What follows belongs to an exercise in optimizing a design on an open flow for small area; a production flow would make more cautious choices.
Only simulation tests tie the RTL to the original design; equivalence was not proved.
Power and IR drop assume default switching activity.

==> flow/design.v, too long to show whole: its modules and the start of the top module <==
// module fp_fa: 11 lines
// module fp_xor: 8 lines
// module fp_or: 8 lines
// module fp_mux3: 12 lines
// module fp_ha: 10 lines
// module isqrt32: 226 lines
// module feature_pipeline: 1030 lines
module feature_pipeline
(
    input  logic        clk,
    input  logic        reset_n,
    input  logic        start,
    input  logic [15:0] accel_x,
    input  logic [15:0] accel_y,
    input  logic [15:0] accel_z,
    output logic [15:0] feature_mean,
    output logic [15:0] feature_std,
    output logic        feature_valid
);
  // ...
==> flow/flow/run.sh <==
#!/bin/bash
set -euo pipefail
export BUFFER_PORTS_ARGS="-buffer_cell sky130_fd_sc_hd__buf_1"
export REMOVE_ABC_BUFFERS=1
export CTS_ARGS="-sink_clustering_enable -repair_clock_nets -dont_use_dummy_load -buf_list sky130_fd_sc_hd__clkbuf_8"
bash standard.sh > flow_make.log 2>&1
==> flow/standard.sh <==
#!/bin/bash
# synth_recipe.tcl (not shown) runs the flow's synth.tcl, then flattens the netlist and writes it again
# the make line also repeats each setting of config.mk as NAME=value (left out here)
make -C /OpenROAD-flow-scripts/flow DESIGN_CONFIG=/design/flow/config.mk WORK_HOME=/design/flow/orfs CLKGATE_MAP_FILE= SYNTH_SCRIPT=/design/flow/synth_recipe.tcl "${@:-finish}"
==> flow/config.mk <==
export PLATFORM = sky130hd
export DESIGN_NAME = feature_pipeline
export DESIGN_NICKNAME = feature_pipeline
export VERILOG_FILES = /design/flow/design.v
export SDC_FILE = /design/flow/constraint.sdc
export NUM_CORES = 4
export LEC_CHECK = 0
export CAP_MARGIN = 20
export CORE_MARGIN = 2
export CORE_UTILIZATION = 40
export CTS_BUF_LIST = sky130_fd_sc_hd__clkbuf_8
export GPL_TIMING_DRIVEN = 0
export SLEW_MARGIN = 20
export SYNTH_HIERARCHICAL = 1
==> flow/constraint.sdc <==
create_clock -name core_clock -period 10.0 [get_ports {clk}]
set_input_delay 2.0000 -clock core_clock [delete_from_list [all_inputs] [get_ports {clk}]]
set_output_delay 2.0000 -clock core_clock [all_outputs]
set_load 0.01 [all_outputs]
==> notes.md, run 1 <==
Non-clock buffering overhead=0.0281; syn_area_per_cell=11.6 um2; total die area=30900 um2; most frequent cell after synthesis=fa_1; Hold Path Class=reg -> reg; CP most frequent cell=fa_1; status=complete, no violations; WL per Instance=approximately 16 um; fmax=just over 0.1 GHz; Initial Util=0.409; biggest regs=sq_q x37, u_back.z_q x32, sum_q x21; synth cell count leaders=fa_1, dfxtp_1, nand2_1; Skew-Pair Late Insertion Delay=460 ps; Top class by area=multi-input gates; Setup Skew=between 30 and 40 ps; CP Capture Point=sq_q[36]$_DFF_P_; R2R depth=24; clock sinks=between 150 and 200; Core Area=approximately 29000 um2; CTS max path bufs=2; Routed Antenna Nets=0; number of global-route vias before repair=between 7000 and 8000; Max Used Layer=met4; asr flop ratio synth=0; Synthesis Warnings=10; clock group total power=between 0.0003 and 0.0004 W; footprint of the multi-input gates=7720 um2; Sequential Power=around 0.0011 W; via count=between 7000 and 8000; Syn Std Cell Area=11800 um2; Hold Startpoint=sum_q[11]$_DFF_P_; drt first-iter violations=438; row cnt=62; Layout clock area frac=0.0185; fraction of area in registers=0.283; CTS tree=yes; library cells used by synthesis=38; WHS Path Cells=0; largest cells by area after synthesis=fa_1, dfxtp_1, ha_1, xor2_1, nand2_1; total CTS buffers=17; dpl hpwl=16500 um; Worst Setup SP=mag_q[9]$_DFF_P_; RSZ-0062 raised after global routing=no; Post-CTS Setup Inserts=0
==> module isqrt32, before the edit <==
module isqrt32
(
    input  logic        clk,
    input  logic        reset_n,
    input  logic        load,
    input  logic [31:0] ex2,
    input  logic [15:0] mean,
    output logic        valid,
    output logic [15:0] root,
    output logic [15:0] mean_o
);
    logic [4:0]  pcnt_q, pcnt_d;    
    logic [31:0] z_q, z_d;
    logic [15:0] m_q;
    logic        b_q;               
    logic        p_q;
    logic [15:0] nrem_q, nrem_d;    
    logic [15:0] root_q, root_d;
    logic        valid_q;
    logic        phase_a, last_a;
    logic [16:0] nbm;
    logic [16:0] win;
    logic        win_c;
    logic [17:0] nrem_shift, trial, ndiff;
    logic        diff_c;
    logic        ge, ge0;
    logic [3:0]  nxt;
    assign phase_a = ~pcnt_q[4];
    assign last_a  = (pcnt_q == 5'd15);
    assign nbm     = {~p_q, ~(m_q & {16{b_q}})};
    assign nrem_shift = {nrem_q, ~z_q[13:12]};
    assign trial     = {root_q, 2'b01};
    assign ge        = ~diff_c;
    assign ge0       = win[16] | win[15];
    assign nxt       = pcnt_q[3:0] + 4'd1;
    logic wa_0;
    logic wa_1;
    logic wa_2;
    logic wa_3;
    logic wa_4;
    logic wa_5;
    logic wa_6;
    logic wa_7;
    logic wa_8;
    logic wa_9;
    logic wa_10;
    logic wa_11;
    logic wa_12;
    logic wa_13;
    logic wa_14;
    logic wa_15;
    logic wa_16;
    logic wa_17;
    logic wa_18;
    logic wa_19;
    logic wa_20;
    logic wa_21;
    logic wa_22;
    logic wa_23;
    logic wa_24;
    logic wa_25;
    logic wa_26;
    logic wa_27;
    logic wa_28;
    logic wa_29;
    logic wa_30;
    logic wa_31;
    logic wa_32;
    logic wa_33;
    assign wa_0 = z_q[0] ^ nbm[0] ^ 1'b1;
    assign wa_1 = (z_q[0] & nbm[0]) | (z_q[0] & 1'b1) | (nbm[0] & 1'b1);
    fp_fa u_wa_2 (.a(z_q[1]), .b(nbm[1]), .c(wa_1), .s(wa_2), .co(wa_3));
    fp_fa u_wa_4 (.a(z_q[2]), .b(nbm[2]), .c(wa_3), .s(wa_4), .co(wa_5));
    fp_fa u_wa_6 (.a(z_q[3]), .b(nbm[3]), .c(wa_5), .s(wa_6), .co(wa_7));
    fp_fa u_wa_8 (.a(z_q[4]), .b(nbm[4]), .c(wa_7), .s(wa_8), .co(wa_9));
    fp_fa u_wa_10 (.a(z_q[5]), .b(nbm[5]), .c(wa_9), .s(wa_10), .co(wa_11));
    fp_fa u_wa_12 (.a(z_q[6]), .b(nbm[6]), .c(wa_11), .s(wa_12), .co(wa_13));
    fp_fa u_wa_14 (.a(z_q[7]), .b(nbm[7]), .c(wa_13), .s(wa_14), .co(wa_15));
    fp_fa u_wa_16 (.a(z_q[8]), .b(nbm[8]), .c(wa_15), .s(wa_16), .co(wa_17));
    fp_fa u_wa_18 (.a(z_q[9]), .b(nbm[9]), .c(wa_17), .s(wa_18), .co(wa_19));
    fp_fa u_wa_20 (.a(z_q[10]), .b(nbm[10]), .c(wa_19), .s(wa_20), .co(wa_21));
    fp_fa u_wa_22 (.a(z_q[11]), .b(nbm[11]), .c(wa_21), .s(wa_22), .co(wa_23));
    fp_fa u_wa_24 (.a(z_q[12]), .b(nbm[12]), .c(wa_23), .s(wa_24), .co(wa_25));
    fp_fa u_wa_26 (.a(z_q[13]), .b(nbm[13]), .c(wa_25), .s(wa_26), .co(wa_27));
    fp_fa u_wa_28 (.a(z_q[14]), .b(nbm[14]), .c(wa_27), .s(wa_28), .co(wa_29));
    fp_fa u_wa_30 (.a(z_q[15]), .b(nbm[15]), .c(wa_29), .s(wa_30), .co(wa_31));
    fp_fa u_wa_32 (.a(z_q[16]), .b(nbm[16]), .c(wa_31), .s(wa_32), .co(wa_33));
    assign win[0] = wa_0;
    assign win[1] = wa_2;
    assign win[2] = wa_4;
    assign win[3] = wa_6;
    assign win[4] = wa_8;
    assign win[5] = wa_10;
    assign win[6] = wa_12;
    assign win[7] = wa_14;
    assign win[8] = wa_16;
    assign win[9] = wa_18;
    assign win[10] = wa_20;
    assign win[11] = wa_22;
    assign win[12] = wa_24;
    assign win[13] = wa_26;
    assign win[14] = wa_28;
    assign win[15] = wa_30;
    assign win[16] = wa_32;
    assign win_c = wa_33;
    logic rb_0;
    logic rb_1;
    logic rb_2;
    logic rb_3;
    logic rb_4;
    logic rb_5;
    logic rb_6;
    logic rb_7;
    logic rb_8;
    logic rb_9;
    logic rb_10;
    logic rb_11;
    logic rb_12;
    logic rb_13;
    logic rb_14;
    logic rb_15;
    logic rb_16;
    logic rb_17;
    logic rb_18;
    logic rb_19;
    logic rb_20;
    logic rb_21;
    logic rb_22;
    logic rb_23;
    logic rb_24;
    logic rb_25;
    logic rb_26;
    logic rb_27;
    logic rb_28;
    logic rb_29;
    logic rb_30;
    logic rb_31;
    logic rb_32;
    logic rb_33;
    logic rb_34;
    logic rb_35;
    fp_ha u_rb_0 (.a(nrem_shift[0]), .b(trial[0]), .s(rb_0), .co(rb_1));
    fp_fa u_rb_2 (.a(nrem_shift[1]), .b(trial[1]), .c(rb_1), .s(rb_2), .co(rb_3));
    fp_fa u_rb_4 (.a(nrem_shift[2]), .b(trial[2]), .c(rb_3), .s(rb_4), .co(rb_5));
    fp_fa u_rb_6 (.a(nrem_shift[3]), .b(trial[3]), .c(rb_5), .s(rb_6), .co(rb_7));
    fp_fa u_rb_8 (.a(nrem_shift[4]), .b(trial[4]), .c(rb_7), .s(rb_8), .co(rb_9));
    fp_fa u_rb_10 (.a(nrem_shift[5]), .b(trial[5]), .c(rb_9), .s(rb_10), .co(rb_11));
    fp_fa u_rb_12 (.a(nrem_shift[6]), .b(trial[6]), .c(rb_11), .s(rb_12), .co(rb_13));
    fp_fa u_rb_14 (.a(nrem_shift[7]), .b(trial[7]), .c(rb_13), .s(rb_14), .co(rb_15));
    fp_fa u_rb_16 (.a(nrem_shift[8]), .b(trial[8]), .c(rb_15), .s(rb_16), .co(rb_17));
    fp_fa u_rb_18 (.a(nrem_shift[9]), .b(trial[9]), .c(rb_17), .s(rb_18), .co(rb_19));
    fp_fa u_rb_20 (.a(nrem_shift[10]), .b(trial[10]), .c(rb_19), .s(rb_20), .co(rb_21));
    fp_fa u_rb_22 (.a(nrem_shift[11]), .b(trial[11]), .c(rb_21), .s(rb_22), .co(rb_23));
    fp_fa u_rb_24 (.a(nrem_shift[12]), .b(trial[12]), .c(rb_23), .s(rb_24), .co(rb_25));
    fp_fa u_rb_26 (.a(nrem_shift[13]), .b(trial[13]), .c(rb_25), .s(rb_26), .co(rb_27));
    fp_fa u_rb_28 (.a(nrem_shift[14]), .b(trial[14]), .c(rb_27), .s(rb_28), .co(rb_29));
    fp_fa u_rb_30 (.a(nrem_shift[15]), .b(trial[15]), .c(rb_29), .s(rb_30), .co(rb_31));
    fp_fa u_rb_32 (.a(nrem_shift[16]), .b(trial[16]), .c(rb_31), .s(rb_32), .co(rb_33));
    fp_fa u_rb_34 (.a(nrem_shift[17]), .b(trial[17]), .c(rb_33), .s(rb_34), .co(rb_35));
    assign ndiff[0] = rb_0;
    assign ndiff[1] = rb_2;
    assign ndiff[2] = rb_4;
    assign ndiff[3] = rb_6;
    assign ndiff[4] = rb_8;
    assign ndiff[5] = rb_10;
    assign ndiff[6] = rb_12;
    assign ndiff[7] = rb_14;
    assign ndiff[8] = rb_16;
    assign ndiff[9] = rb_18;
    assign ndiff[10] = rb_20;
    assign ndiff[11] = rb_22;
    assign ndiff[12] = rb_24;
    assign ndiff[13] = rb_26;
    assign ndiff[14] = rb_28;
    assign ndiff[15] = rb_30;
    assign ndiff[16] = rb_32;
    assign ndiff[17] = rb_34;
    assign diff_c = rb_35;
    logic        sel_l, sel_a, sel_b;
    logic [31:0] za, zb;
    assign sel_l = load;
    assign sel_a = ~load & phase_a;
    assign sel_b = ~load & ~phase_a;
    assign za    = {win[0], z_q[31:17], win[16:1]};
    assign zb    = {z_q[29:16], 2'b00, z_q[13:0], z_q[31:30]};
    for (genvar k = 0; k < 32; k++) begin : g_zmux
        if (k == 16 || k == 17) begin : g_z0
            assign z_d[k] = (ex2[k] & sel_l) | (za[k] & sel_a);
        end else begin : g_z
            fp_mux3 u_zmux (.a(ex2[k]), .sa(sel_l), .b(za[k]), .sb(sel_a), .c(zb[k]), .sc(sel_b), .y(z_d[k]));
        end
    end
    always_comb begin
        if (phase_a) begin
            nrem_d = ~{14'd0, win[16] & win[15], win[16] & ~win[15]};
            root_d = {15'd0, ge0};
        end else begin
            nrem_d = ge ? ndiff[15:0] : nrem_shift[15:0];
            root_d = {root_q[14:0], ge};
        end
        if (load)
            pcnt_d = 5'd0;
        else if (pcnt_q == 5'd31)
            pcnt_d = 5'd31;
        else
            pcnt_d = pcnt_q + 5'd1;
    end
    always_ff @(posedge clk) begin
        if (reset_n) begin
            pcnt_q  <= 5'd31;
            valid_q <= 1'b0;
        end else begin
            pcnt_q  <= pcnt_d;
            valid_q <= (pcnt_q == 5'd30);
        end
        if (load) m_q <= mean;
        b_q    <= load ? mean[0] : m_q[nxt];
        p_q    <= phase_a & ~load & ~win_c;
        z_q    <= z_d;
        nrem_q <= nrem_d;
        root_q <= root_d;
    end
    assign valid  = valid_q;
    assign root   = root_q;
    assign mean_o = m_q;
endmodule
==> inputs of run 2 (changes only) <==
--- a/flow/design.v
+++ b/flow/design.v
@@ -195,18 +195,19 @@
     logic rb_28;
     logic rb_29;
     logic rb_30;
     logic rb_31;
     logic rb_32;
     logic rb_33;
     logic rb_34;
     logic rb_35;
-    fp_ha u_rb_0 (.a(nrem_shift[0]), .b(trial[0]), .s(rb_0), .co(rb_1));
-    fp_fa u_rb_2 (.a(nrem_shift[1]), .b(trial[1]), .c(rb_1), .s(rb_2), .co(rb_3));
+    assign rb_0 = nrem_shift[0] ^ 1'b1;
+    assign rb_1 = nrem_shift[0] & 1'b1;
+    fp_ha u_rb_2 (.a(nrem_shift[1]), .b(rb_1), .s(rb_2), .co(rb_3));
     fp_fa u_rb_4 (.a(nrem_shift[2]), .b(trial[2]), .c(rb_3), .s(rb_4), .co(rb_5));
     fp_fa u_rb_6 (.a(nrem_shift[3]), .b(trial[3]), .c(rb_5), .s(rb_6), .co(rb_7));
     fp_fa u_rb_8 (.a(nrem_shift[4]), .b(trial[4]), .c(rb_7), .s(rb_8), .co(rb_9));
     fp_fa u_rb_10 (.a(nrem_shift[5]), .b(trial[5]), .c(rb_9), .s(rb_10), .co(rb_11));
     fp_fa u_rb_12 (.a(nrem_shift[6]), .b(trial[6]), .c(rb_11), .s(rb_12), .co(rb_13));
     fp_fa u_rb_14 (.a(nrem_shift[7]), .b(trial[7]), .c(rb_13), .s(rb_14), .co(rb_15));
     fp_fa u_rb_16 (.a(nrem_shift[8]), .b(trial[8]), .c(rb_15), .s(rb_16), .co(rb_17));
     fp_fa u_rb_18 (.a(nrem_shift[9]), .b(trial[9]), .c(rb_17), .s(rb_18), .co(rb_19));
@@ -429,96 +430,85 @@
     logic mg_96;
     logic mg_97;
     logic mg_98;
     logic mg_99;
     logic mg_100;
     logic mg_101;
     logic mg_102;
     logic mg_103;
-    logic mg_104;
-    logic mg_105;
-    logic mg_106;
-    logic mg_107;
-    logic mg_108;
-    logic mg_109;
-    logic mg_110;
-    assign mg_110 = mg_99 | mg_109;
     fp_fa u_mg_0 (.a(sx), .b(sy), .c(sz), .s(mg_0), .co(mg_1));
     fp_ha u_mg_2 (.a(ax[0]), .b(ay[0]), .s(mg_2), .co(mg_3));
     fp_fa u_mg_4 (.a(ax[1]), .b(ay[1]), .c(az[1]), .s(mg_4), .co(mg_5));
     fp_ha u_mg_6 (.a(ax[2]), .b(ay[2]), .s(mg_6), .co(mg_7));
     fp_ha u_mg_8 (.a(ax[3]), .b(ay[3]), .s(mg_8), .co(mg_9));
     fp_ha u_mg_10 (.a(ax[4]), .b(ay[4]), .s(mg_10), .co(mg_11));
     fp_ha u_mg_12 (.a(ax[5]), .b(ay[5]), .s(mg_12), .co(mg_13));
     fp_ha u_mg_14 (.a(ax[6]), .b(ay[6]), .s(mg_14), .co(mg_15));
     fp_ha u_mg_16 (.a(ax[7]), .b(ay[7]), .s(mg_16), .co(mg_17));
     fp_ha u_mg_18 (.a(ax[8]), .b(ay[8]), .s(mg_18), .co(mg_19));
     fp_ha u_mg_20 (.a(ax[9]), .b(ay[9]), .s(mg_20), .co(mg_21));
     fp_ha u_mg_22 (.a(ax[10]), .b(ay[10]), .s(mg_22), .co(mg_23));
     fp_ha u_mg_24 (.a(ax[11]), .b(ay[11]), .s(mg_24), .co(mg_25));
     fp_ha u_mg_26 (.a(ax[12]), .b(ay[12]), .s(mg_26), .co(mg_27));
     fp_ha u_mg_28 (.a(ax[13]), .b(ay[13]), .s(mg_28), .co(mg_29));
     fp_ha u_mg_30 (.a(ax[14]), .b(ay[14]), .s(mg_30), .co(mg_31));
-    fp_ha u_mg_32 (.a(ax[15]), .b(ay[15]), .s(mg_32), .co(mg_33));
-    fp_ha u_mg_34 (.a(az[0]), .b(mg_0), .s(mg_34), .co(mg_35));
-    fp_fa u_mg_36 (.a(mg_1), .b(mg_3), .c(mg_4), .s(mg_36), .co(mg_37));
-    fp_fa u_mg_38 (.a(az[2]), .b(mg_6), .c(mg_5), .s(mg_38), .co(mg_39));
-    fp_fa u_mg_40 (.a(az[3]), .b(mg_8), .c(mg_7), .s(mg_40), .co(mg_41));
-    fp_fa u_mg_42 (.a(az[4]), .b(mg_10), .c(mg_9), .s(mg_42), .co(mg_43));
-    fp_fa u_mg_44 (.a(az[5]), .b(mg_12), .c(mg_11), .s(mg_44), .co(mg_45));
-    fp_fa u_mg_46 (.a(az[6]), .b(mg_14), .c(mg_13), .s(mg_46), .co(mg_47));
-    fp_fa u_mg_48 (.a(az[7]), .b(mg_16), .c(mg_15), .s(mg_48), .co(mg_49));
-    fp_fa u_mg_50 (.a(az[8]), .b(mg_18), .c(mg_17), .s(mg_50), .co(mg_51));
-    fp_fa u_mg_52 (.a(az[9]), .b(mg_20), .c(mg_19), .s(mg_52), .co(mg_53));
-    fp_fa u_mg_54 (.a(az[10]), .b(mg_22), .c(mg_21), .s(mg_54), .co(mg_55));
-    fp_fa u_mg_56 (.a(az[11]), .b(mg_24), .c(mg_23), .s(mg_56), .co(mg_57));
-    fp_fa u_mg_58 (.a(az[12]), .b(mg_26), .c(mg_25), .s(mg_58), .co(mg_59));
-    fp_fa u_mg_60 (.a(az[13]), .b(mg_28), .c(mg_27), .s(mg_60), .co(mg_61));
-    fp_fa u_mg_62 (.a(az[14]), .b(mg_30), .c(mg_29), .s(mg_62), .co(mg_63));
-    fp_fa u_mg_64 (.a(az[15]), .b(mg_32), .c(mg_31), .s(mg_64), .co(mg_65));
-    fp_ha u_mg_66 (.a(mg_2), .b(mg_34), .s(mg_66), .co(mg_67));
-    fp_fa u_mg_68 (.a(mg_36), .b(mg_35), .c(mg_67), .s(mg_68), .co(mg_69));
-    fp_fa u_mg_70 (.a(mg_38), .b(mg_37), .c(mg_69), .s(mg_70), .co(mg_71));
-    fp_fa u_mg_72 (.a(mg_40), .b(mg_39), .c(mg_71), .s(mg_72), .co(mg_73));
-    fp_fa u_mg_74 (.a(mg_42), .b(mg_41), .c(mg_73), .s(mg_74), .co(mg_75));
-    fp_fa u_mg_76 (.a(mg_44), .b(mg_43), .c(mg_75), .s(mg_76), .co(mg_77));
-    fp_fa u_mg_78 (.a(mg_46), .b(mg_45), .c(mg_77), .s(mg_78), .co(mg_79));
-    fp_fa u_mg_80 (.a(mg_48), .b(mg_47), .c(mg_79), .s(mg_80), .co(mg_81));
-    fp_fa u_mg_82 (.a(mg_50), .b(mg_49), .c(mg_81), .s(mg_82), .co(mg_83));
-    fp_fa u_mg_84 (.a(mg_52), .b(mg_51), .c(mg_83), .s(mg_84), .co(mg_85));
-    fp_fa u_mg_86 (.a(mg_54), .b(mg_53), .c(mg_85), .s(mg_86), .co(mg_87));
-    fp_fa u_mg_88 (.a(mg_56), .b(mg_55), .c(mg_87), .s(mg_88), .co(mg_89));
-    fp_ha u_mg_90 (.a(mg_58), .b(mg_57), .s(mg_90), .co(mg_91));
-    fp_fa u_mg_92 (.a(mg_60), .b(mg_59), .c(mg_91), .s(mg_92), .co(mg_93));
-    fp_fa u_mg_94 (.a(mg_62), .b(mg_61), .c(mg_93), .s(mg_94), .co(mg_95));
-    fp_fa u_mg_96 (.a(mg_64), .b(mg_63), .c(mg_95), .s(mg_96), .co(mg_97));
-    fp_fa u_mg_98 (.a(mg_33), .b(mg_65), .c(mg_97), .s(mg_98), .co(mg_99));
-    fp_ha u_mg_100 (.a(mg_90), .b(mg_89), .s(mg_100), .co(mg_101));
-    fp_ha u_mg_102 (.a(mg_92), .b(mg_101), .s(mg_102), .co(mg_103));
-    fp_ha u_mg_104 (.a(mg_94), .b(mg_103), .s(mg_104), .co(mg_105));
-    fp_ha u_mg_106 (.a(mg_96), .b(mg_105), .s(mg_106), .co(mg_107));
-    fp_ha u_mg_108 (.a(mg_98), .b(mg_107), .s(mg_108), .co(mg_109));
-    assign mag_raw[0] = mg_66;
-    assign mag_raw[1] = mg_68;
-    assign mag_raw[2] = mg_70;
-    assign mag_raw[3] = mg_72;
-    assign mag_raw[4] = mg_74;
-    assign mag_raw[5] = mg_76;
-    assign mag_raw[6] = mg_78;
-    assign mag_raw[7] = mg_80;
-    assign mag_raw[8] = mg_82;
-    assign mag_raw[9] = mg_84;
-    assign mag_raw[10] = mg_86;
-    assign mag_raw[11] = mg_88;
-    assign mag_raw[12] = mg_100;
-    assign mag_raw[13] = mg_102;
-    assign mag_raw[14] = mg_104;
-    assign mag_raw[15] = mg_106;
-    assign mag_raw[16] = mg_108;
+    fp_ha u_mg_32 (.a(az[0]), .b(mg_0), .s(mg_32), .co(mg_33));
+    fp_fa u_mg_34 (.a(mg_1), .b(mg_3), .c(mg_4), .s(mg_34), .co(mg_35));
+    fp_fa u_mg_36 (.a(az[2]), .b(mg_6), .c(mg_5), .s(mg_36), .co(mg_37));
+    fp_fa u_mg_38 (.a(az[3]), .b(mg_8), .c(mg_7), .s(mg_38), .co(mg_39));
+    fp_fa u_mg_40 (.a(az[4]), .b(mg_10), .c(mg_9), .s(mg_40), .co(mg_41));
+    fp_fa u_mg_42 (.a(az[5]), .b(mg_12), .c(mg_11), .s(mg_42), .co(mg_43));
+    fp_fa u_mg_44 (.a(az[6]), .b(mg_14), .c(mg_13), .s(mg_44), .co(mg_45));
+    fp_fa u_mg_46 (.a(az[7]), .b(mg_16), .c(mg_15), .s(mg_46), .co(mg_47));
+    fp_fa u_mg_48 (.a(az[8]), .b(mg_18), .c(mg_17), .s(mg_48), .co(mg_49));
+    fp_fa u_mg_50 (.a(az[9]), .b(mg_20), .c(mg_19), .s(mg_50), .co(mg_51));
+    fp_fa u_mg_52 (.a(az[10]), .b(mg_22), .c(mg_21), .s(mg_52), .co(mg_53));
+    fp_fa u_mg_54 (.a(az[11]), .b(mg_24), .c(mg_23), .s(mg_54), .co(mg_55));
+    fp_fa u_mg_56 (.a(az[12]), .b(mg_26), .c(mg_25), .s(mg_56), .co(mg_57));
+    fp_fa u_mg_58 (.a(az[13]), .b(mg_28), .c(mg_27), .s(mg_58), .co(mg_59));
+    fp_fa u_mg_60 (.a(az[14]), .b(mg_30), .c(mg_29), .s(mg_60), .co(mg_61));
+    fp_ha u_mg_62 (.a(mg_2), .b(mg_32), .s(mg_62), .co(mg_63));
+    fp_fa u_mg_64 (.a(mg_34), .b(mg_33), .c(mg_63), .s(mg_64), .co(mg_65));
+    fp_fa u_mg_66 (.a(mg_36), .b(mg_35), .c(mg_65), .s(mg_66), .co(mg_67));
+    fp_fa u_mg_68 (.a(mg_38), .b(mg_37), .c(mg_67), .s(mg_68), .co(mg_69));
+    fp_fa u_mg_70 (.a(mg_40), .b(mg_39), .c(mg_69), .s(mg_70), .co(mg_71));
+    fp_fa u_mg_72 (.a(mg_42), .b(mg_41), .c(mg_71), .s(mg_72), .co(mg_73));
+    fp_fa u_mg_74 (.a(mg_44), .b(mg_43), .c(mg_73), .s(mg_74), .co(mg_75));
+    fp_fa u_mg_76 (.a(mg_46), .b(mg_45), .c(mg_75), .s(mg_76), .co(mg_77));
+    fp_fa u_mg_78 (.a(mg_48), .b(mg_47), .c(mg_77), .s(mg_78), .co(mg_79));
+    fp_fa u_mg_80 (.a(mg_50), .b(mg_49), .c(mg_79), .s(mg_80), .co(mg_81));
+    fp_fa u_mg_82 (.a(mg_52), .b(mg_51), .c(mg_81), .s(mg_82), .co(mg_83));
+    fp_fa u_mg_84 (.a(mg_54), .b(mg_53), .c(mg_83), .s(mg_84), .co(mg_85));
+    fp_ha u_mg_86 (.a(mg_56), .b(mg_55), .s(mg_86), .co(mg_87));
+    fp_fa u_mg_88 (.a(mg_58), .b(mg_57), .c(mg_87), .s(mg_88), .co(mg_89));
+    fp_fa u_mg_90 (.a(mg_60), .b(mg_59), .c(mg_89), .s(mg_90), .co(mg_91));
+    fp_fa u_mg_92 (.a(mg_31), .b(mg_61), .c(mg_91), .s(mg_92), .co(mg_93));
+    fp_ha u_mg_94 (.a(mg_86), .b(mg_85), .s(mg_94), .co(mg_95));
+    fp_ha u_mg_96 (.a(mg_88), .b(mg_95), .s(mg_96), .co(mg_97));
+    fp_ha u_mg_98 (.a(mg_90), .b(mg_97), .s(mg_98), .co(mg_99));
+    fp_ha u_mg_100 (.a(mg_92), .b(mg_99), .s(mg_100), .co(mg_101));
+    fp_ha u_mg_102 (.a(mg_93), .b(mg_101), .s(mg_102), .co(mg_103));
+    assign mag_raw[0] = mg_62;
+    assign mag_raw[1] = mg_64;
+    assign mag_raw[2] = mg_66;
+    assign mag_raw[3] = mg_68;
+    assign mag_raw[4] = mg_70;
+    assign mag_raw[5] = mg_72;
+    assign mag_raw[6] = mg_74;
+    assign mag_raw[7] = mg_76;
+    assign mag_raw[8] = mg_78;
+    assign mag_raw[9] = mg_80;
+    assign mag_raw[10] = mg_82;
+    assign mag_raw[11] = mg_84;
+    assign mag_raw[12] = mg_94;
+    assign mag_raw[13] = mg_96;
+    assign mag_raw[14] = mg_98;
+    assign mag_raw[15] = mg_100;
+    assign mag_raw[16] = mg_102;
     logic sm_0;
     logic sm_1;
     logic sm_2;
     logic sm_3;
     logic sm_4;
     logic sm_5;
     logic sm_6;
     logic sm_7;
==> flow/config.mk (replaced) <==
export PLATFORM = sky130hd
export DESIGN_NAME = feature_pipeline
export DESIGN_NICKNAME = feature_pipeline
export VERILOG_FILES = /design/flow/design.v
export SDC_FILE = /design/flow/constraint.sdc
export NUM_CORES = 4
export LEC_CHECK = 0
export CAP_MARGIN = 20
export CORE_MARGIN = 2
export CORE_UTILIZATION = 60
export CTS_BUF_LIST = sky130_fd_sc_hd__clkbuf_8
export GPL_TIMING_DRIVEN = 0
export SLEW_MARGIN = 20
export SYNTH_HIERARCHICAL = 1
==> run 2 against run 1 <==
- final area decreased by 1.8%
- maximum frequency about the same
- count of clock-buffer cells in the layout unchanged
- clock skew increased by 12 ps
- clock power about the same
- setup slack improved by 4.6 ps
- critical path depth unchanged
- register-to-register slack about the same
- area after synthesis decreased by 0.42%
- combinational power decreased by 9%
- total power decreased by 5.1%
- critical endpoint unchanged
- highest routed layer unchanged
==> notes.md, run 2 <==
I/O pin count=84; CP Data Arrival Time=10020 ps; most frequent cells in the layout=fa_1, nand2_1, dfxtp_1; WHS Path Cells=0 (unchanged); Syn Inst Count=around 1000; dpl ws=-83.6 ps; leakage power=around 4.5 nW; most frequent cell after synthesis=fa_1; number of global-route vias before repair=7847 (-1.7%); Layout area overhead=5.59%; Cells after DPL=roughly 1300; R2R depth=24 (unchanged); Max Used Layer=met4; post-route cell area=12400 um2; GR Overflow Total=0; Synth top area share=0.361; FF+latch area=between 3000 and 4000 um2; Initial Util=0.607 (+0.199); met3 routed WL=793 um; Worst Hold End=u_back.m_q[5]$_DFFE_PP_; crit-path leading delay family=adder cells; CP max-delay cell=dfxtp_1; critical setup path kind=reg -> reg; first-pass GRT wire length=around 37000 um; Worst Setup End Kind=flip-flop; sw power=a little over 0.0009 W; largest cells by area after synthesis=fa_1, dfxtp_1, ha_1, xor2_1, nand2_1; GPL Wtd Cong=about 0.8; biggest regs=sq_q x37, u_back.z_q x32, sum_q x21; total die area=20700 um2 (-33%); row cnt=51 (-18%); endpoints failing hold=0; critical path launch point type=flip-flop; # DRC=0; WL per Instance=16.5 um (+6.2%); Synthesis Warnings=10 (unchanged); ys flop type=dfxtp_1; power per standard cell area=~190 nW/um2; CTS tree=yes; Routed Antenna Nets=0 (unchanged); hold buffers post-CTS=0; Least-Margin Pin Slew=roughly 1000 ps; reg2reg setup slack=about 340 ps; combinational share of power=0.407; largest net degree at the start of global routing=60; Antenna diodes=0; FF-to-FF End=sq_q[36]$_DFF_P_; CTS max path bufs=2 (unchanged); Setup Skew=44.4 ps (+12.2 ps); Skew-Pair Late Insertion Delay=460 ps (about the same); largest area contributor in the netlist=fa_1; fmax=0.104 GHz (about the same); non-filler cells, final=1319; post-placement cell area=roughly 12000 um2; Most flops, register=sq_q; H-tree levels=4; worst path required time=around 10000 ps; vias per inst=5.43; maxcap violations=0; final worst slack=around 340 ps; Clock Tree Root=clkbuf_8; status=complete, no violations; DRT met1 WL=9410 um; most common cell after layout, fill and taps aside=fa_1; via count=7157 (+0.36%); Final Critical Period=about 9700 ps; Hold Path Class=reg -> reg; RSZ-0062 raised after global routing=no; layout cells sized above 1=0.0351; DR pass1 iterations=9; dpl hpwl=16100 um (-2.7%); Hold Startpoint=sum_q[10]$_DFF_P_; footprint of the multi-input gates=7640 um2 (-0.99%); antenna violations before repair=0; sequential power share=0.436; FF-to-FF Start=mag_q[15]$_DFF_P_; Post-synth EDFFs=16; CP max FO=17; Core Area=19300 um2 (-33%); Slew headroom=0.315; I/O Buffers=83; fin. max-slew vios=0; syn_area_per_cell=11.5 um2 (-0.13%); post-CTS sizing=1; Final Setup Violations=0; max reg flops=37; clock network fraction of total power=0.157; asr flop ratio synth=0 (unchanged); Reg clk slew, reported paths=110 ps; synth cell count leaders=fa_1, dfxtp_1, nand2_1; drt first-iter violations=437 (-0.23%); CP most frequent cell=fa_1; Nets=between 1000 and 1500; height of the die=144 um; Total Routed Length=between 20000 and 25000 um; register area share after synthesis=0.303; Die X-Extent=144 um; library cells used by synthesis=36 (-5.3%); FF+latch count, synth=170; fillers=approximately 1600; Syn Std Cell Area=11700 um2 (-0.42%); clock sinks=170 (unchanged); total CTS buffers=17 (unchanged); worst vdd ir=0.000164 V; Met2 Wirelength=about 11000 um; Total GRT Usage=0.234; Net Sw Frac=0.393; Layout Utilization=0.641; slowest cell delay on critical path=850 ps; overall power=0.00235 W; Int Power=between 0.001 and 0.0015 W; WP buf/inv=0; final worst path period share=0.966; Post-CTS Setup Inserts=0 (unchanged); worst path cell trace=nand2_1 -> fa_1 -> fa_1 -> fa_1 -> fa_1 -> fa_1 -> fa_1 -> fa_1 -> fa_1 -> fa_1 -> fa_1 -> fa_1 -> fa_1 -> fa_1 -> fa_1 -> fa_1 -> fa_1 -> fa_1 -> fa_1 -> or2_1 -> or2_1 -> or2_1 -> or2_1 -> xor2_1
-- run 2: changes by cell type after synthesis, sizes merged, moves of 2 or more --
cell | before | now
conb | 3 | 0
fa | 215 | 212
buf | 10 | 12
nand2 | 152 | 154
nand3 | 3 | 5
nor3 | 3 | 5
-- run 2: kinds of logic after synthesis --
| family | after synthesis | share of synthesized area |
|---|---|---|
| fa+ha+maj | 264 | 0.417 |
| xor+xnor | 71 | 0.0530 |
| flops | 170 | 0.303 |
| simple gates | 253 | 0.0931 |
| mux | 22 | 0.0241 |
| compound gates | 102 | 0.0622 |
| buf+inv | 136 | 0.0473 |
-- run 2: per-layer routing --
layer	GRT usage	up-vias
met5	0	-
met4	0.0619	0
met3	0.0343	23
met2	0.402	121
met1	0.313	3699
li1	-	3314
-- run 2: area by class of cell --
class	count	share of cell area
multi-input combinational	712	0.616
sequential	170	0.288
timing repair buffer	85	0.0287
tap	265	0.0267
inverter	70	0.0212
clock buffer	17	0.0189
-- run 2: per-stage QoR --
step	TNS, ps	hold WS, ps
floorplan	0	409
global placement	-1110	410
detailed placement	-1220	417
CTS	0	425
global route	0	423
finish	0	417
-- run 2: how the worst max path moves through the flow --
stage,start,end,slack [ps],depth (start not counted)
finish,mag_q[15]$_DFF_P_,sq_q[36]$_DFF_P_,340,24
global route,mag_q[9]$_DFF_P_,sq_q[36]$_DFF_P_,5,24
CTS,cnt_q[4]$_SDFF_PP0_,sq_q[36]$_DFF_P_,270,25
detailed placement,accel_x[15],mag_q[12]$_DFF_P_,-80,22
global placement,cnt_q[2]$_SDFF_PP0_,sq_q[36]$_DFF_P_,-610,23
floorplan,cnt_q[4]$_SDFF_PP0_,sq_q[36]$_DFF_P_,440,24
-- run 2: Yosys stat by module (local to each module, per instance) --
module	cells inside	flops+latches	copies in the design
fp_mux3	2	0	30
fp_ha	1	0	47
isqrt32	210	88	1
fp_xor	1	0	22
feature_pipeline	446	82	1
fp_fa	1	0	212
fp_or	1	0	21
-- run 2: power groups by stage --
| stage | Sequential, W | Clock [W] | Combinational (W) |
|---|---|---|---|
| after floorplan | 0.000957 | 0 | 0.000761 |
| after global placement | 0.00104 | 0 | 0.000938 |
| after detailed placement | 0.00104 | 0 | 0.000973 |
| after CTS | 0.00102 | 0.000383 | 0.000980 |
| after global routing | 0.00105 | 0.000405 | 0.00114 |
| final | 0.00103 | 0.000369 | 0.000957 |
==> inputs of run 3 (changes only) <==
--- a/flow/config.mk
+++ b/flow/config.mk
@@ -7,7 +7,7 @@
 export LEC_CHECK = 0
 export CAP_MARGIN = 20
 export CORE_MARGIN = 2
-export CORE_UTILIZATION = 60
+export CORE_UTILIZATION = 40
 export CTS_BUF_LIST = sky130_fd_sc_hd__clkbuf_8
 export GPL_TIMING_DRIVEN = 0
 export SLEW_MARGIN = 20
==> run 3 against run 2 <==
- count of clock-buffer cells in the layout did not move
- synthesized cell count did not move
- combinational power barely moved
- non-clock buffer count did not move
- cell count rose by 9.0%
- global-route usage fell by 7.4 points
- wire length rose by 2.9%
- via count fell by 0.28%
- still clean on timing, DRC and antenna
- critical path depth did not move
- area after synthesis did not move
- maximum frequency barely moved
- register-to-register slack barely moved
==> notes.md, run 3 <==
overall power=0.00235 W (-0.16%); synth cell count leaders=fa_1, dfxtp_1, nand2_1; clock sinks=170 (unchanged); CTS max path bufs=2 (unchanged); largest area contributor in the netlist=fa_1; critical path launch point type=flip-flop; drt first-iter violations=499 (+14%); Final Critical Period=9660 ps (+3.00 ps); fmax=0.103 GHz (about the same); H-tree levels=4 (unchanged); worst path required time=10320 ps (-40 ps); leakage power=4.51 nW (about the same); first-pass GRT wire length=39400 um (+5.3%); Post-synth EDFFs=16 (unchanged); register area share after synthesis=0.303 (unchanged); Slew headroom=0.320 (+0.00509); GPL Wtd Cong=0.779 (-0.20%); Cells after DPL=1421 (+9.1%); Initial Util=0.408 (-0.199); via count=7137 (-0.28%); layout cells sized above 1=0.0342 (-0.000949); WHS Path Cells=0 (unchanged); CP max FO=17 (unchanged); CP Data Arrival Time=9980 ps (-40 ps); Die X-Extent=175 um (+22%); total CTS buffers=17 (unchanged); status=complete, no violations; slowest cell delay on critical path=860 ps (about the same); ys flop type=dfxtp_1; Total Routed Length=22400 um (+2.9%); Synth top area share=0.361 (unchanged); DR pass1 iterations=9 (unchanged); Syn Std Cell Area=11700 um2 (unchanged); Synthesis Warnings=10 (unchanged); Reg clk slew, reported paths=70 ps (-40 ps); Syn Inst Count=1018 (unchanged); Worst Setup End Kind=flip-flop; CTS tree=yes; crit-path leading delay family=adder cells; asr flop ratio synth=0 (unchanged); GR Overflow Total=0 (unchanged); power per standard cell area=187 nW/um2 (-1.3%); biggest regs=sq_q x37, u_back.z_q x32, sum_q x21; largest net degree at the start of global routing=60 (unchanged); Core Area=28800 um2 (+49%); WL per Instance=15.6 um (-5.7%); most frequent cell after synthesis=fa_1; FF-to-FF Start=mag_q[12]$_DFF_P_; RSZ-0062 raised after global routing=no; I/O pin count=84 (unchanged); Least-Margin Pin Slew=1020 ps (-7.62 ps); dpl hpwl=16300 um (+1.8%); Hold Path Class=reg -> reg; Worst Hold End=u_back.m_q[5]$_DFFE_PP_; I/O Buffers=83 (unchanged); Post-CTS Setup Inserts=0 (unchanged); Routed Antenna Nets=0 (unchanged); height of the die=175 um (+22%); FF-to-FF End=sq_q[36]$_DFF_P_; syn_area_per_cell=11.5 um2 (unchanged); final worst path period share=0.966 (about the same); endpoints failing hold=0 (unchanged); FF+latch count, synth=170 (unchanged); non-filler cells, final=1438 (+9.0%); worst vdd ir=0.0000898 V (-45%); Antenna diodes=0 (unchanged); most common cell after layout, fill and taps aside=fa_1; R2R depth=24 (unchanged); vias per inst=4.96 (-8.5%); worst path cell trace=nand2_1 -> fa_1 -> fa_1 -> fa_1 -> fa_1 -> fa_1 -> fa_1 -> fa_1 -> fa_1 -> fa_1 -> fa_1 -> fa_1 -> fa_1 -> fa_1 -> fa_1 -> fa_1 -> fa_1 -> fa_1 -> fa_1 -> or2_1 -> or2_1 -> or2_1 -> or2_1 -> xor2_1; maxcap violations=0 (unchanged); # DRC=0 (unchanged); most frequent cells in the layout=fa_1, nand2_1, dfxtp_1; largest cells by area after synthesis=fa_1, dfxtp_1, ha_1, xor2_1, nand2_1; Nets=1371 (unchanged); Layout area overhead=6.85%; fin. max-slew vios=0 (unchanged); Most flops, register=sq_q; total die area=30700 um2 (+48%); WP buf/inv=0 (unchanged); Hold Startpoint=sum_q[10]$_DFF_P_; number of global-route vias before repair=8034 (+2.4%); row cnt=62 (+22%); antenna violations before repair=0 (unchanged); Total GRT Usage=0.160 (-0.0740); Clock Tree Root=clkbuf_8; max reg flops=37 (unchanged); Setup Skew=31.6 ps (-12.8 ps); CP max-delay cell=dfxtp_1; Final Setup Violations=0 (unchanged); Skew-Pair Late Insertion Delay=460 ps (about the same); critical setup path kind=reg -> reg; reg2reg setup slack=340 ps (about the same); library cells used by synthesis=36 (unchanged); CP most frequent cell=fa_1
## run 3: Yosys stat by module, one instance, submodules excluded
module            area [um2]  flip-flops and latches  cells  times used
fp_fa                   20.0                       0      1         212
fp_xor                  8.76                       0      1          22
feature_pipeline        3440                      82    446           1
fp_or                   6.26                       0      1          21
fp_mux3                 13.8                       0      2          30
isqrt32                 2730                      88    210           1
fp_ha                   12.5                       0      1          47
## run 3: where the power goes
part	switching, W	internal, W	leakage (nW)
clock network	0.000217	0.000150	0.122
registers	0.000200	0.000824	1.40
logic	0.000503	0.000453	2.99
total	0.000920	0.00143	4.51
## run 3: what timing repair did
action / in CTS / in global routing
hold buffers: 0 / 0
setup endpoints to repair: 1 / 1
resized for setup: 1 / 3
## run 3: how the worst max path moves through the flow
stage / start / end / cells after the start
final: mag_q[12]$_DFF_P_ / sq_q[36]$_DFF_P_ / 24
after global routing: mag_q[9]$_DFF_P_ / sq_q[36]$_DFF_P_ / 24
after CTS: mag_q[8]$_DFF_P_ / sq_q[36]$_DFF_P_ / 24
after detailed placement: accel_y[15] / mag_q[13]$_DFF_P_ / 22
after global placement: cnt_q[2]$_SDFF_PP0_ / sq_q[36]$_DFF_P_ / 23
after floorplan: cnt_q[4]$_SDFF_PP0_ / sq_q[36]$_DFF_P_ / 24
## run 3: final cells by class
| class | count | area (um2) |
|---|---|---|
| tap | 384 | 480 |
| sequential | 170 | 3570 |
| multi-input combinational | 712 | 7640 |
| inverter | 70 | 263 |
| clock buffer | 17 | 234 |
| fill | 2758 | 16200 |
| timing repair buffer | 85 | 355 |
## run 3: through the flow
step                      area, um2  utilization  hold WS, ps  setup WS [ps]  TNS (ps)
final                         12500        0.436          431            336         0
after global placement        12200        0.425          412           -637     -1180
after floorplan               11400            -          409            435         0
after CTS                     12500        0.436          432            222         0
after global routing          12500        0.436          447           9.75         0
after detailed placement      12300        0.428          415          -61.2      -549
## run 3: cells by family (layout without fill, tap and decap cells)
family / count (synthesis) / after routing / synth area share
AOI/OAI and AO/OA: 102 / 102 / 0.0622
xor gates and xnor gates: 71 / 71 / 0.0530
adders and majority gates: 264 / 264 / 0.417
buffers and inverters: 136 / 172 / 0.0473
DFF: 170 / 170 / 0.303
muxes: 22 / 22 / 0.0241
and+or+nand+nor: 253 / 253 / 0.0931
## run 3: metal layers
| metal | vias up | track usage | share of wire |
|---|---|---|---|
| met2 | 135 | 0.280 | 0.52 |
| met3 | 11 | 0.0279 | 0.035 |
| li1 | 3317 | - | - |
| met4 | 0 | 0.0375 | 0.0086 |
| met1 | 3674 | 0.207 | 0.44 |
| met5 | - | 0 | 0 |
==> inputs of run 4 (changes only) <==
==> flow/run.sh (new file) <==
#!/bin/bash
# synth_recipe.tcl (not shown) runs the flow's synth.tcl, then flattens the netlist and writes it again
# the make line also repeats each setting of config.mk as NAME=value (left out here)
make -C /OpenROAD-flow-scripts/flow DESIGN_CONFIG=/design/flow/config.mk WORK_HOME=/design/flow/orfs CLKGATE_MAP_FILE= SYNTH_SCRIPT=/design/flow/synth_recipe.tcl finish
--- a/flow/config.mk
+++ b/flow/config.mk
@@ -9,6 +9,5 @@
 export CORE_MARGIN = 2
 export CORE_UTILIZATION = 40
 export CTS_BUF_LIST = sky130_fd_sc_hd__clkbuf_8
-export GPL_TIMING_DRIVEN = 0
 export SLEW_MARGIN = 20
 export SYNTH_HIERARCHICAL = 1
removed: flow/flow/run.sh
removed: flow/standard.sh
==> run 4 against run 3 <==
- sequential cell count unchanged
- sequential share of layout area decreased by 1.8 points
- setup slack improved by 120 ps
- wire length increased by 7.2%
- synthesized cell count unchanged
- total power increased by 8.6%
- sequential power decreased by 8%
- register-to-register slack improved by 120 ps
- die area unchanged
- largest cell class unchanged
==> notes.md, run 4 <==
status=complete, no violations; vias per inst=4.92 (-0.95%); largest area contributor in the netlist=fa_1; sequential power share=0.368 (-0.068); Most Crowded Layer GR=met2; total CTS buffers=17 (unchanged); max reg flops=37 (unchanged); I/O Buffers=83 (unchanged); GR Util met1=0.227 (+0.0206); fillers=2659 (-3.6%); # DRC=0 (unchanged); combinational share of power=0.440 (+0.033); critical setup path kind=reg -> reg; Slew headroom=0.333 (+0.0133); Post-synth EDFFs=16 (unchanged); dpl hpwl=18700 um (+15%); height of the die=175 um (unchanged); first-pass GRT wire length=40700 um (+3.2%); Hold Path Class=reg -> reg; CTS max path bufs=2 (unchanged); Least-Margin Pin Slew=997 ps (-19.9 ps); register area share after synthesis=0.303 (unchanged); crit-path leading delay family=adder cells; Nets=1394 (+1.7%); drt first-iter violations=598 (+20%); Clock Tree Root=clkbuf_8; Synth top area share=0.361 (unchanged); critical path launch point type=flip-flop; met2 Use GR=0.280 (+0.000820); total die area=30700 um2 (unchanged); CP Data Arrival Time=9880 ps (-100 ps); row cnt=62 (unchanged); power per standard cell area=191 nW/um2 (+1.9%); fin. max-slew vios=0 (unchanged); worst path required time=10330 ps (about the same); synth cell count leaders=fa_1, dfxtp_1, nand2_1; met3 GRT Util=0.0281 (+0.000216); worst path cell trace=or4_1 -> o21ai_0 -> fa_1 -> fa_1 -> fa_1 -> fa_1 -> fa_1 -> fa_1 -> fa_1 -> fa_1 -> fa_1 -> fa_1 -> fa_1 -> fa_1 -> fa_1 -> fa_1 -> fa_1 -> fa_1 -> fa_1 -> or2_1 -> or2_1 -> or2_1 -> or2_1 -> xor2_1; biggest regs=sq_q x37, u_back.z_q x32, sum_q x21; library cells used by synthesis=36 (unchanged); clock network fraction of total power=0.191 (+0.035); most frequent cell after synthesis=fa_1; slowest cell delay on critical path=690 ps (-170 ps); DR pass1 iterations=11 (+2); Die X-Extent=175 um (unchanged); Final Setup Violations=0 (unchanged); H-tree levels=4 (unchanged); syn_area_per_cell=11.5 um2 (unchanged); Most flops, register=sq_q; CP max FO=4 (-13); GPL Wtd Cong=0.786 (+0.90%); ys flop type=dfxtp_1; Int Power=0.00153 W (+6.9%); worst vdd ir=0.0000901 V (+0.33%); Syn Std Cell Area=11700 um2 (unchanged); layout cells sized above 1=0.0614 (+0.0272); Total Routed Length=24000 um (+7.2%); CP max-delay cell=or4_1; antenna violations before repair=0 (unchanged); Syn Inst Count=1018 (unchanged); hold_ws=441 ps (+10.3 ps); leakage power=4.92 nW (+8.9%); Total Neg Setup Slack=0 ps (unchanged); RSZ-0062 raised after global routing=no; most frequent cells in the layout=fa_1, nand2_1, dfxtp_1; maxcap violations=0 (unchanged); Synthesis Warnings=10 (unchanged); Routed Antenna Nets=0 (unchanged); Antenna diodes=0 (unchanged); WL per Instance=16.3 um (+4.4%); Core Area=28800 um2 (unchanged); Setup Skew=24.0 ps (-7.63 ps); CTS tree=yes; Final Critical Period=9540 ps (-121 ps); Hold Startpoint=sum_q[20]$_DFF_P_; largest cells by area after synthesis=fa_1, dfxtp_1, ha_1, xor2_1, nand2_1; CP most frequent cell=fa_1; Post-CTS Setup Inserts=0 (unchanged); final worst path period share=0.954 (-0.0121); post-route cell area=13400 um2 (+6.6%); asr flop ratio synth=0 (unchanged); FF+latch count, synth=170 (unchanged); Initial Util=0.408 (unchanged); clock sinks=170 (unchanged); WP buf/inv=0 (unchanged); endpoints failing hold=0 (unchanged); post-CTS sizing=0 (-1); overall power=0.00255 W (+8.6%); most common cell after layout, fill and taps aside=fa_1; post-placement cell area=13000 um2 (+5.4%); hold buffers post-CTS=0 (unchanged); Worst Setup End Kind=flip-flop; Layout area overhead=13.9%; Skew-Pair Late Insertion Delay=470 ps (about the same); fmax=0.105 GHz (+1.3%); GR Overflow Total=0 (unchanged); via count=7256 (+1.7%); Reg clk slew, reported paths=110 ps (+40 ps); I/O pin count=84 (unchanged); largest net degree at the start of global routing=60 (unchanged); sw power=0.00102 W (+11%); Worst Setup SP=cnt_q[4]$_SDFF_PP0_; Total GRT Usage=0.167 (+0.00703); Net Sw Frac=0.401 (+0.00933); number of global-route vias before repair=8088 (+0.67%); FF-to-FF Start=cnt_q[4]$_SDFF_PP0_
## run 4: worst paths after layout
kind                         endpoint  slack [ps]  cells after the start
max                  sq_q[36]$_DFF_P_         460                     24
min          u_back.m_q[15]$_DFFE_PP_         440                      0
max reg2reg          sq_q[36]$_DFF_P_         460                     24
min reg2reg  u_back.m_q[15]$_DFFE_PP_         440                      0
## run 4: layer usage
| metal | vias up | share of wire |
|---|---|---|
| met5 | - | 0 |
| met2 | 162 | 0.49 |
| met1 | 3700 | 0.46 |
| met3 | 14 | 0.037 |
| met4 | 0 | 0.0085 |
| li1 | 3380 | - |
## run 4: through the flow
stage | instances | worst slack [ps] | util
floorplan | 1018 | 731 | -
global placement | 1444 | 395 | 0.451
detailed placement | 1444 | 252 | 0.451
CTS | 1476 | 421 | 0.464
global route | 1476 | 122 | 0.465
finish | 1476 | 457 | 0.465
## run 4: worst register-to-register path: cells and delay by family, from the launching register on
kind	cells	cell delay [ps]
adder cells (fa/ha/maj)	17	6840
AND/OR/NAND/NOR	5	1710
AO/OA/AOI/OAI	1	360
flip-flops	1	340
XOR/XNOR	1	160
## run 4: layout make-up
type / instances / area [um2] / share of cell area
inverter: 70 / 263 / 0.0197
clock buffer: 18 / 248 / 0.0185
multi-input combinational: 712 / 7630 / 0.571
sequential: 170 / 3570 / 0.267
timing repair buffer: 108 / 1030 / 0.0771
tap: 384 / 480 / 0.0359
clock inverter: 14 / 150 / 0.0112
## run 4: power groups by stage
| stage | sequential [W] | combinational [W] | clock (W) |
|---|---|---|---|
| 5_1_grt | 0.000957 | 0.00130 | 0.000531 |
| 3_3_place_gp | 0.000953 | 0.00112 | 0 |
| 3_5_place_dp | 0.000955 | 0.00114 | 0 |
| 4_1_cts | 0.000941 | 0.00115 | 0.000504 |
| 2_1_floorplan | 0.000893 | 0.000863 | 0 |
| 6_report | 0.000938 | 0.00112 | 0.000488 |
## run 4: logic make-up (layout without fill, tap and decap cells)
kind of cell	after synthesis	count (layout)	synth area share
AND/OR/NAND/NOR	253	253	0.0931
adder cells (fa/ha/maj)	264	264	0.417
AO/OA/AOI/OAI	102	102	0.0622
multiplexers	22	22	0.0241
buffers and inverters	136	210	0.0473
XOR/XNOR	71	71	0.0530
flip-flops	170	170	0.303
## run 4: Yosys stat by module (local to each module, per instance)
module,area (um2),flops+latches
fp_ha,12.5,0
fp_or,6.26,0
fp_xor,8.76,0
fp_fa,20.0,0
isqrt32,2730,88
fp_mux3,13.8,0
feature_pipeline,3440,82

separate check: timing with driven ports:
No port has a modelled driver above. Below, the same layouts with a new extraction and two added sets of constraints. Step 1: set_driving_cell puts a clkbuf_16 on clk and a buf_2 on each other input, an assumption about the parent block. Step 2 moves the port delays by t, midway between the first and last clock arrival at a register: inputs arrive t later, outputs are due t later. That takes back most of the time a late clock gives input paths. Three values: ideal ports, drivers, drivers and shift; two values: the first two.
run | t (ns) | slack for setup (ns) | clock arrival spread, ns | worst data-port slew with drivers (ns) | pins driven straight from the clock port
run 1 | 0.484 | 0.335 / 0.335 / 0.335 | 0.032 / 0.032 | 0.03 | 1
run 2 | 0.476 | 0.339 / 0.339 / 0.339 | 0.045 / 0.045 | 0.03 | 1
run 3 | 0.488 | 0.336 / 0.336 / 0.336 | 0.036 / 0.036 | 0.03 | 1
run 4 | 0.497 | 0.457 / 0.457 / 0.280 | 0.025 / 0.025 | 0.04 | 1
After both steps setup and hold are still met in every run listed. The setup slack of run 4, which loses most, moves by 0.000 ns with the drivers and by -0.177 ns with both steps.
